Source: an optimization exercise on an open RTL-to-GDS flow (aim: small area, a short achievable clock period and few clock cycles per item). Production flows keep margins and buffers that such runs may drop.
Where RTL was checked, it was by simulation tests only, not by an equivalence proof against the original.

==> v5 <==
==> flow/design.v (excerpt) <==
module zmips_top
(
    input  logic            clk,
    input  logic            rst,
    input  logic [XLEN-1:0] i_data,
    output logic [XLEN-1:0] i_addr,
    output logic [XLEN-1:0] d_addr,
    output logic [XLEN-1:0] d_wdata,
    output logic            d_wr
);
==> module zmips_regfile, before the edit <==
module zmips_regfile
(
    input  logic              clk,
    input  logic [REG_AW-1:0] rs_addr,
    input  logic [REG_AW-1:0] rt_addr,
    input  logic [REG_AW-1:0] wr_addr,
    input  logic [XLEN-1:0]   wr_data,
    input  logic              wr,
    output logic [XLEN-1:0]   rs_data,
    output logic [XLEN-1:0]   rt_data
);
    logic [NUM_REGS-1:0][XLEN-1:0] regs;    
    always_ff @(posedge clk)
    begin
        for (int k = 0; k < NUM_REGS; k++)
        begin
            if (wr && wr_addr == REG_AW'(k))
                regs[k] <= wr_data;
        end
    end
    assign rs_data = regs[rs_addr];
    assign rt_data = regs[rt_addr];
endmodule
==> flow/config.mk <==
export PLATFORM = sky130hd
export DESIGN_NAME = zmips_top
export DESIGN_NICKNAME = zmips_top
export VERILOG_FILES = /design/flow/design.v
export SDC_FILE = /design/flow/constraint.sdc
export NUM_CORES = 4
export LEC_CHECK = 0
export CAP_MARGIN = 20
export CORE_MARGIN = 2
export CORE_UTILIZATION = 40
export SLEW_MARGIN = 20
==> flow/constraint.sdc <==
create_clock -name core_clock -period 10.5 [get_ports {clk}]
set_input_delay 2.1000 -clock core_clock [delete_from_list [all_inputs] [get_ports {clk}]]
set_output_delay 2.1000 -clock core_clock [all_outputs]
set_load 0.01 [all_outputs]
run.sh (not shown) runs the stock make flow with config.mk's settings and CLKGATE_MAP_FILE= SYNTH_SCRIPT=/design/flow/synth_recipe.tcl, a recipe that flattens the netlist after the stock synthesis.
==> inputs of v7, as changes to v5 <==
--- a/flow/design.v
+++ b/flow/design.v
@@ -68,26 +68,28 @@
             CC_Z:    begin use_live = ex_wr_flags[0]; live_f = live[0]; stored_f = flags[0]; end
             CC_C:    begin use_live = ex_wr_flags[1]; live_f = live[1]; stored_f = flags[1]; end
             CC_N:    begin use_live = ex_wr_flags[2]; live_f = live[2]; stored_f = flags[2]; end
             default: begin use_live = 1'b0;           live_f = 1'b0;    stored_f = 1'b0;     end
         endcase
     end
     assign seq_pc = pc + 1'b1;
-    assign br_pc  = pc + {{(XLEN-2-IMM_W){w.i_fmt.imm[IMM_W-1]}}, w.i_fmt.imm} + 1'b1;
-    assign other_pc = is_j ? w.j_fmt.addr
-                    : (is_b && (always_b || stored_f == sense)) ? br_pc
-                    : seq_pc;
+    logic [XLEN-2:0] br_sum;
+    zmips_add #(.W(XLEN-2)) u_br_add (
+        .a   (pc),
+        .b   ({{(XLEN-2-IMM_W){w.i_fmt.imm[IMM_W-1]}}, w.i_fmt.imm}),
+        .cin (1'b1),
+        .sum (br_sum)
+    );
+    assign br_pc = br_sum[XLEN-3:0];
+    logic take_br;
+    assign take_br  = ~rst & is_b & (use_live ? (live_f == sense) : (always_b || stored_f == sense));
+    assign other_pc = rst ? '0 : is_j ? w.j_fmt.addr : seq_pc;
     always_ff @(posedge clk)
     begin
-        if (rst)
-            pc <= '0;
-        else if (is_b && use_live)
-            pc <= (live_f == sense) ? br_pc : seq_pc;
-        else
-            pc <= other_pc;
+        pc <= take_br ? br_pc : other_pc;
     end
     assign i_addr = {pc, 2'b00};
 endmodule
 `default_nettype wire
 `default_nettype none
 import zmips_pkg::*;
 module zmips_control
@@ -148,16 +150,27 @@
     begin
         for (int k = 0; k < NUM_REGS; k++)
         begin
             if (wr && wr_addr == REG_AW'(k))
                 regs[k] <= wr_data;
         end
     end
-    assign rs_data = regs[rs_addr];
-    assign rt_data = regs[rt_addr];
+    logic [NUM_REGS-1:0] rs_sel, rt_sel;
+    assign rs_sel = NUM_REGS'(1) << rs_addr;
+    assign rt_sel = NUM_REGS'(1) << rt_addr;
+    always_comb
+    begin
+        rs_data = '0;
+        rt_data = '0;
+        for (int k = 0; k < NUM_REGS; k++)
+        begin
+            rs_data = rs_data | ({XLEN{rs_sel[k]}} & regs[k]);
+            rt_data = rt_data | ({XLEN{rt_sel[k]}} & regs[k]);
+        end
+    end
 endmodule
 `default_nettype wire
 `default_nettype none
 import zmips_pkg::*;
 module zmips_alu
 (
     input  logic [XLEN-1:0]   a,
@@ -175,31 +188,87 @@
     output logic [XLEN-1:0]   y,
     output logic              zero,
     output logic              cout
 );
     logic [XLEN:0]   sum;
     logic [XLEN-1:0] shl, shr, y_log;
     logic [XLEN-1:0] p, k;
-    assign sum = {1'b0, a} + {1'b0, b} + {{XLEN{1'b0}}, cin};
-    assign shl = a << shamt;
-    assign shr = XLEN'($signed({sra & a[XLEN-1], a}) >>> shamt);
+    zmips_add #(.W(XLEN)) u_add (.a(a), .b(b), .cin(cin), .sum(sum));
+    logic [XLEN-1:0] a_rev, sh_in, sh_out, sh_rev;
+    always_comb
+        for (int i = 0; i < XLEN; i++)
+        begin
+            a_rev[i]  = a[XLEN-1-i];
+            sh_rev[i] = sh_out[XLEN-1-i];
+        end
+    assign sh_in  = sel_sll ? a_rev : a;
+    assign sh_out = XLEN'($signed({sra & a[XLEN-1], sh_in}) >>> shamt);
+    assign shl    = sh_rev;
+    assign shr    = sh_out;
     assign y_log = ({XLEN{sel_and}}  & (a & b))
                  | ({XLEN{sel_or}}   & (a | b))
                  | ({XLEN{sel_xor}}  & (a ^ b))
                  | ({XLEN{sel_sll}}  & shl)
                  | ({XLEN{sel_srl}}  & shr)
                  | ({XLEN{sel_pass}} & a);
     assign y = sel_add ? sum[XLEN-1:0] : y_log;
     assign p    = a ^ b;
     assign k    = {a[XLEN-2:0] | b[XLEN-2:0], cin};
-    assign zero = sel_add ? (p == k) : (y_log == '0);
+    assign zero = (sel_add  & (p == k))
+                | (sel_and  & ((a & b) == '0))
+                | (sel_or   & ((a | b) == '0))
+                | (sel_xor  & (a == b))
+                | (sel_sll  & ((a & ({XLEN{1'b1}} >> shamt)) == '0))
+                | (sel_srl  & ((a & ({XLEN{1'b1}} << shamt)) == '0) & ~(sra & a[XLEN-1]))
+                | (sel_pass & (a == '0));
     assign cout = sel_add & sum[XLEN];
 endmodule
 `default_nettype wire
 `default_nettype none
+module zmips_add
+#(
+    parameter int W = 32
+)
+(
+    input  logic [W-1:0] a,
+    input  logic [W-1:0] b,
+    input  logic         cin,
+    output logic [W:0]   sum
+);
+    localparam int L = (W > 32) ? 6 : (W > 16) ? 5 : (W > 8) ? 4 : (W > 4) ? 3 : 2;    
+    logic [W-1:0] p;
+    logic [W-1:0] g  [L+1];      
+    logic [W-1:0] pp [L+1];
+    assign p = a ^ b;
+    always_comb
+    begin
+        g[0]     = a & b;
+        pp[0]    = p;
+        g[0][0]  = (a[0] & b[0]) | (p[0] & cin);
+        for (int l = 0; l < L; l++)
+        begin
+            for (int i = 0; i < W; i++)
+            begin
+                if (((i >> l) & 1) == 1)
+                begin
+                    g[l+1][i]  = g[l][i] | (pp[l][i] & g[l][((i >> l) << l) - 1]);
+                    pp[l+1][i] = pp[l][i] & pp[l][((i >> l) << l) - 1];
+                end
+                else
+                begin
+                    g[l+1][i]  = g[l][i];
+                    pp[l+1][i] = pp[l][i];
+                end
+            end
+        end
+    end
+    assign sum = {g[L][W-1], p ^ {g[L][W-2:0], cin}};
+endmodule
+`default_nettype wire
+`default_nettype none
 import zmips_pkg::*;
 module zmips_execute
 (
     input  logic              clk,
     input  logic              rst,
     input  zmips_pkg::instr_u            w,             
     input  logic [XLEN-1:0]   rs_data,
@@ -226,22 +295,22 @@
     output logic [XLEN-1:0]   wb_data,
     output logic              wb_wr,
     output logic [XLEN-1:0]   d_addr,
     output logic [XLEN-1:0]   d_wdata,
     output logic              d_wr
 );
     logic [XLEN-1:0]   ex_a, ex_b;           
-    logic [XLEN-1:0]   b_fwd;
     logic [REG_AW-1:0] ex_dest, ex_shamt;
     logic              ex_wr_reg, ex_store;
     logic              ex_sel_add, ex_sel_and, ex_sel_or, ex_sel_xor;
     logic              ex_sel_sll, ex_sel_srl, ex_sel_pass, ex_sub, ex_sra, ex_cin_one;
     logic [XLEN-1:0]   y;
     logic              cout, cin, y_z;
     logic              byp_a, byp_b;
+    logic [XLEN-1:0]   b_fwd;
     assign byp_a = ex_wr_reg && ex_dest == w.r_fmt.rs;
     assign byp_b = ex_wr_reg && ex_dest == w.r_fmt.rt;
     assign b_fwd = byp_b ? y : rt_data;
     always_ff @(posedge clk)
     begin
         if (f_use_imm)
             ex_a <= {{(XLEN-IMM_W){w.i_fmt.imm[IMM_W-1]}}, w.i_fmt.imm};
==> flow/flow/run.sh (new file) <==
#!/bin/bash
# Standard layout (the standard.sh, with its standard synthesis). The clock
# period and constraints stay the design's; only how the layout is made changes:
# - the resizer may use any cell of the same function, not only the same footprint;
# - the port buffers are plain buffers (buf_2), not delay cells;
# - the clock tree uses clkbuf_8 and no dummy loads.
set -e
bash standard.sh SETUP_SLACK_MARGIN=7 TNS_END_PERCENT=20 MATCH_CELL_FOOTPRINT=0 \
    "BUFFER_PORTS_ARGS=-buffer_cell sky130_fd_sc_hd__buf_2" \
    "CTS_ARGS=-sink_clustering_enable -repair_clock_nets -dont_use_dummy_load -buf_list sky130_fd_sc_hd__clkbuf_8" \
    finish > standard_run.log 2>&1
==> flow/standard.sh (new file) <==
#!/bin/bash
# synth_recipe.tcl (not shown) runs the flow's synth.tcl, then flattens the netlist and writes it again
# the make line also repeats each setting of config.mk as NAME=value (left out here)
make -C /OpenROAD-flow-scripts/flow DESIGN_CONFIG=/design/flow/config.mk WORK_HOME=/design/flow/orfs CLKGATE_MAP_FILE= SYNTH_SCRIPT=/design/flow/synth_recipe.tcl "${@:-finish}"
CORE_UTILIZATION = 50   (was 40)
removed: flow/run.sh
==> inputs of v27, as changes to v5 <==
--- a/flow/design.v
+++ b/flow/design.v
@@ -148,16 +148,27 @@
     begin
         for (int k = 0; k < NUM_REGS; k++)
         begin
             if (wr && wr_addr == REG_AW'(k))
                 regs[k] <= wr_data;
         end
     end
-    assign rs_data = regs[rs_addr];
-    assign rt_data = regs[rt_addr];
+    logic [NUM_REGS-1:0] rs_sel, rt_sel;
+    assign rs_sel = NUM_REGS'(1) << rs_addr;
+    assign rt_sel = NUM_REGS'(1) << rt_addr;
+    always_comb
+    begin
+        rs_data = '0;
+        rt_data = '0;
+        for (int k = 0; k < NUM_REGS; k++)
+        begin
+            rs_data = rs_data | ({XLEN{rs_sel[k]}} & regs[k]);
+            rt_data = rt_data | ({XLEN{rt_sel[k]}} & regs[k]);
+        end
+    end
 endmodule
 `default_nettype wire
 `default_nettype none
 import zmips_pkg::*;
 module zmips_alu
 (
     input  logic [XLEN-1:0]   a,
SETUP_SLACK_MARGIN = 5   (was unset)
==> impl_results.md <==
- Worst R2R End: u_fetch.pc[25]
- Setup slack after layout: 4350 ps
- WP data arrival: 6790 ps
- Reg2reg start: u_execute.ex_shamt[3]
- Slowest stage delay, CP: 1030 ps
- Non-clk bufs: 258
- Fraction of area in multi-input gates: 0.388
- Inserted Diodes: 1
- Row count: 146
- Slew HR: 0.193
- Inverters: 103
- Most area-consuming cells after synthesis: edfxtp_1, mux4_2, dfxtp_1
- Status: no timing/DRC/antenna violations
- Slowest-stage cell, CP: a2111oi_0
- Layout non-clock buf frac: 0.0325
- Share of cells above drive strength 1: 0.272
The numbers above come from v5.

==> impl_results.md <==
- Status: no timing/DRC/antenna violations
- Non-clk bufs: 345
- Reg2reg start: u_execute.ex_shamt[1]
- Row count: 140
- Worst R2R End: u_fetch.pc[29]
- Slowest-stage cell, CP: nor3_1
- Slowest stage delay, CP: 1000 ps
- Inverters: 98
- Fraction of area in multi-input gates: 0.344
- Inserted Diodes: 12
The numbers above come from v27.

==> impl_results.md <==
- Inverters: 140
- Reg2reg start: u_execute.ex_b[0]
- WP data arrival: 4700 ps
- Share of cells above drive strength 1: 0.280
- Slew HR: 0.173
- Worst R2R End: u_fetch.pc[4]
- Most area-consuming cells after synthesis: edfxtp_1, a22oi_1, dfxtp_1
- Row count: 124
- Non-clk bufs: 585
- Setup slack after layout: 6590 ps
- Fraction of area in multi-input gates: 0.345
- Status: no timing/DRC/antenna violations
- TAP cells: 1,512
- Layout non-clock buf frac: 0.0871
The numbers above come from v7.

Testbench counts of v7, summed over its fixed seeds: cycles 37,533, instrs 37,437.
No functional check of the RTL was part of v5 and v27.

## port drivers added, routing unchanged
How much do the figures lean on ideal ports? The routed layouts below were timed once more, with nothing changed but the port constraints.
Step 1 sets driving cells, clkbuf_16 on the clock port and buf_2 on the other inputs (assumed; they add their load-dependent delay and slew).
Step 2, shift: input delay + t, output delay - t, t = (earliest + latest rising clock arrival at the registers) / 2. This alone moves slack from input paths to output paths.
Slacks: ideal / step 1 / step 2; pairs: ideal / step 1.
run	t (ns)	setup WS [ns]	clock arrival spread, ns
v5	0.853	4.348 / 4.348 / 4.088	0.049 / 0.050
v7	0.951	6.587 / 6.587 / 5.677	0.085 / 0.085
v27	0.871	4.804 / 4.848 / 3.977	0.055 / 0.054
After both steps setup and hold are still met in every run listed. For v7, which loses most, drivers alone change the setup slack by 0.000 ns; drivers and shift together by -0.910 ns.
